Background: an optimization exercise with open tools, aiming at small area, a short achievable clock period and few clock cycles. Do not read the settings as production practice.
Only simulation tests tie the RTL to the original design; equivalence was not proved.
The clock port is modelled as an ideal driver; clocking choices that lean on that would not hold on a real chip.
Power and IR drop assume default switching activity.

## v12
## priority_queue_top
module priority_queue_top (
    input  logic                  clk,
    input  logic                  reset,
    input  logic                  insert,
    input  logic [32-1:0] insert_data,
    input  logic                  remove,
    output logic                  busy,
    output logic                  full,
    output logic                  empty,
    output logic [32-1:0] data_out,
    output logic                  data_valid
);
export LEC_CHECK = 0
export CAP_MARGIN = 20
export CORE_MARGIN = 2
export CORE_UTILIZATION = 55
export PLACE_DENSITY = 0.7
export SETUP_SLACK_MARGIN = 3.3
export SLEW_MARGIN = 20
create_clock -name core_clock -period 6.0 [get_ports {clk}]
run.sh (not shown) runs the stock make flow with config.mk's settings and CLKGATE_MAP_FILE= SYNTH_SCRIPT=/design/flow/synth_recipe.tcl, a recipe that flattens the netlist after the stock synthesis.
Testbench counts of v12, summed over its fixed seeds: cycles 3,600.
Input changes introduced in v49 (baseline for comparison: v12):
==> flow/flow/run.sh (new file) <==
#!/bin/bash
# Standard layout, with the delay cells kept out of port buffering and timing repair,
# and long wires buffered after clock tree synthesis (flow/post_cts.tcl).
set -euo pipefail
bash standard.sh synth > synth.log 2>&1
export DONT_USE_CELLS="sky130_fd_sc_hd__clkdlybuf4s15_1 sky130_fd_sc_hd__clkdlybuf4s15_2 sky130_fd_sc_hd__clkdlybuf4s18_1 sky130_fd_sc_hd__clkdlybuf4s18_2 sky130_fd_sc_hd__clkdlybuf4s25_1 sky130_fd_sc_hd__clkdlybuf4s25_2 sky130_fd_sc_hd__clkdlybuf4s50_1 sky130_fd_sc_hd__clkdlybuf4s50_2 sky130_fd_sc_hd__dlygate4sd1_1 sky130_fd_sc_hd__dlygate4sd2_1 sky130_fd_sc_hd__dlygate4sd3_1 sky130_fd_sc_hd__dlymetal6s2s_1 sky130_fd_sc_hd__dlymetal6s4s_1 sky130_fd_sc_hd__dlymetal6s6s_1"
export POST_CTS_TCL="$PWD/flow/post_cts.tcl"
export BUFFER_PORTS_ARGS="-buffer_cell sky130_fd_sc_hd__buf_4"
bash standard.sh finish > finish.log 2>&1
==> flow/flow/post_cts.tcl (new file) <==
# Extra repair after clock tree synthesis: buffer long wires, then repair
# setup again with the placement parasitics.
estimate_parasitics -placement
repair_design -max_wire_length 200 -verbose
detailed_placement
estimate_parasitics -placement
repair_timing -setup -setup_margin $::env(SETUP_SLACK_MARGIN) -repair_tns 100 -verbose
detailed_placement
check_placement -verbose
==> flow/standard.sh (new file) <==
#!/bin/bash
# synth_recipe.tcl (not shown) runs the flow's synth.tcl, then flattens the netlist and writes it again
# the make line also repeats each setting of config.mk as NAME=value (left out here)
make -C /OpenROAD-flow-scripts/flow DESIGN_CONFIG=/design/flow/config.mk WORK_HOME=/design/flow/orfs CLKGATE_MAP_FILE= SYNTH_SCRIPT=/design/flow/synth_recipe.tcl "${@:-finish}"
--- a/flow/config.mk
+++ b/flow/config.mk
@@ -8,6 +8,8 @@
 export CAP_MARGIN = 20
 export CORE_MARGIN = 2
-export CORE_UTILIZATION = 55
-export PLACE_DENSITY = 0.7
+export CORE_UTILIZATION = 45
+export CTS_BUF_LIST = sky130_fd_sc_hd__clkbuf_4 sky130_fd_sc_hd__clkbuf_8
+export CTS_CLUSTER_SIZE = 20
+export PLACE_DENSITY = 0.6
 export SETUP_SLACK_MARGIN = 3.3
 export SLEW_MARGIN = 20
removed: flow/run.sh
==> summary.txt <==
- Tap cell count was higher in v49 than in v12.
- Detailed-route wire length: v49 vs v12 up 2.8 mm
- Going from v12 to v49, the die outline area was found to have gone up by 22%.
- v49 vs. v12: pin count of the biggest net entering global routing went down by 168.
- v49 vs v12 — relative slew slack rose 20 points.
- v12 and v49 ended up with roughly the same design internal power.
- Height of the die in v49 vs v12: up about 10%
- Against v12 as the reference, v49 delivers a higher non-clock buffer instance count of the final layout.
- Measured against each other, v12 and v49 differ in post-placement cell count, the higher figure coming from v49.
Input changes introduced in v14 (baseline for comparison: v49):
==> flow/run.sh (new file) <==
#!/bin/bash
# synth_recipe.tcl (not shown) runs the flow's synth.tcl, then flattens the netlist and writes it again
# the make line also repeats each setting of config.mk as NAME=value (left out here)
make -C /OpenROAD-flow-scripts/flow DESIGN_CONFIG=/design/flow/config.mk WORK_HOME=/design/flow/orfs CLKGATE_MAP_FILE= SYNTH_SCRIPT=/design/flow/synth_recipe.tcl finish
--- a/flow/config.mk
+++ b/flow/config.mk
@@ -8,8 +8,8 @@
 export CAP_MARGIN = 20
 export CORE_MARGIN = 2
-export CORE_UTILIZATION = 45
+export CORE_UTILIZATION = 55
 export CTS_BUF_LIST = sky130_fd_sc_hd__clkbuf_4 sky130_fd_sc_hd__clkbuf_8
 export CTS_CLUSTER_SIZE = 20
-export PLACE_DENSITY = 0.6
+export PLACE_DENSITY = 0.7
 export SETUP_SLACK_MARGIN = 3.3
 export SLEW_MARGIN = 20
removed: flow/flow/run.sh
removed: flow/flow/post_cts.tcl
removed: flow/standard.sh
Notes after the runs:
- Both conditions hold for v14: the flow ran to the end and the final layout passed the timing, design-rule and antenna checks.
- Looking at finished layout cell area across v49 and v14, the one that comes out higher is v49.
- The higher portion of total power attributed to combinational logic came out of v14.
- Diff v49 -> v14: sequential cell count closely matched the old numbers, count of nets after finishing down 121.

## separate check: timing with driven ports
How much do the figures lean on ideal ports? The routed layouts below were timed once more, with nothing changed but the port constraints. Step 1, drivers: a clkbuf_16 drives clk and a buf_2 each remaining input, both assumed. Step 2 times the ports against the registers' clock, not the clock port: input delays grow and output delays shrink by t, the midpoint of the rising clock arrivals with the driver on. Slacks: ideal / step 1 / step 2; pairs: ideal / step 1.
run | t, ns | setup WS [ns] | worst setup path after step 2 | clock arrival spread, ns
v12 | 0.690 | 3.059 / 3.033 / 2.343 | input to register | 0.020 / 0.020
v49 | 0.807 | 3.239 / 3.247 / 2.439 | input to register | 0.079 / 0.079
v14 | 0.805 | 3.048 / 3.061 / 2.255 | input to register | 0.046 / 0.045
After both steps setup and hold are still met in every run listed. The setup slack of v49, which loses most, moves by +0.008 ns with the drivers and by -0.800 ns with both steps.
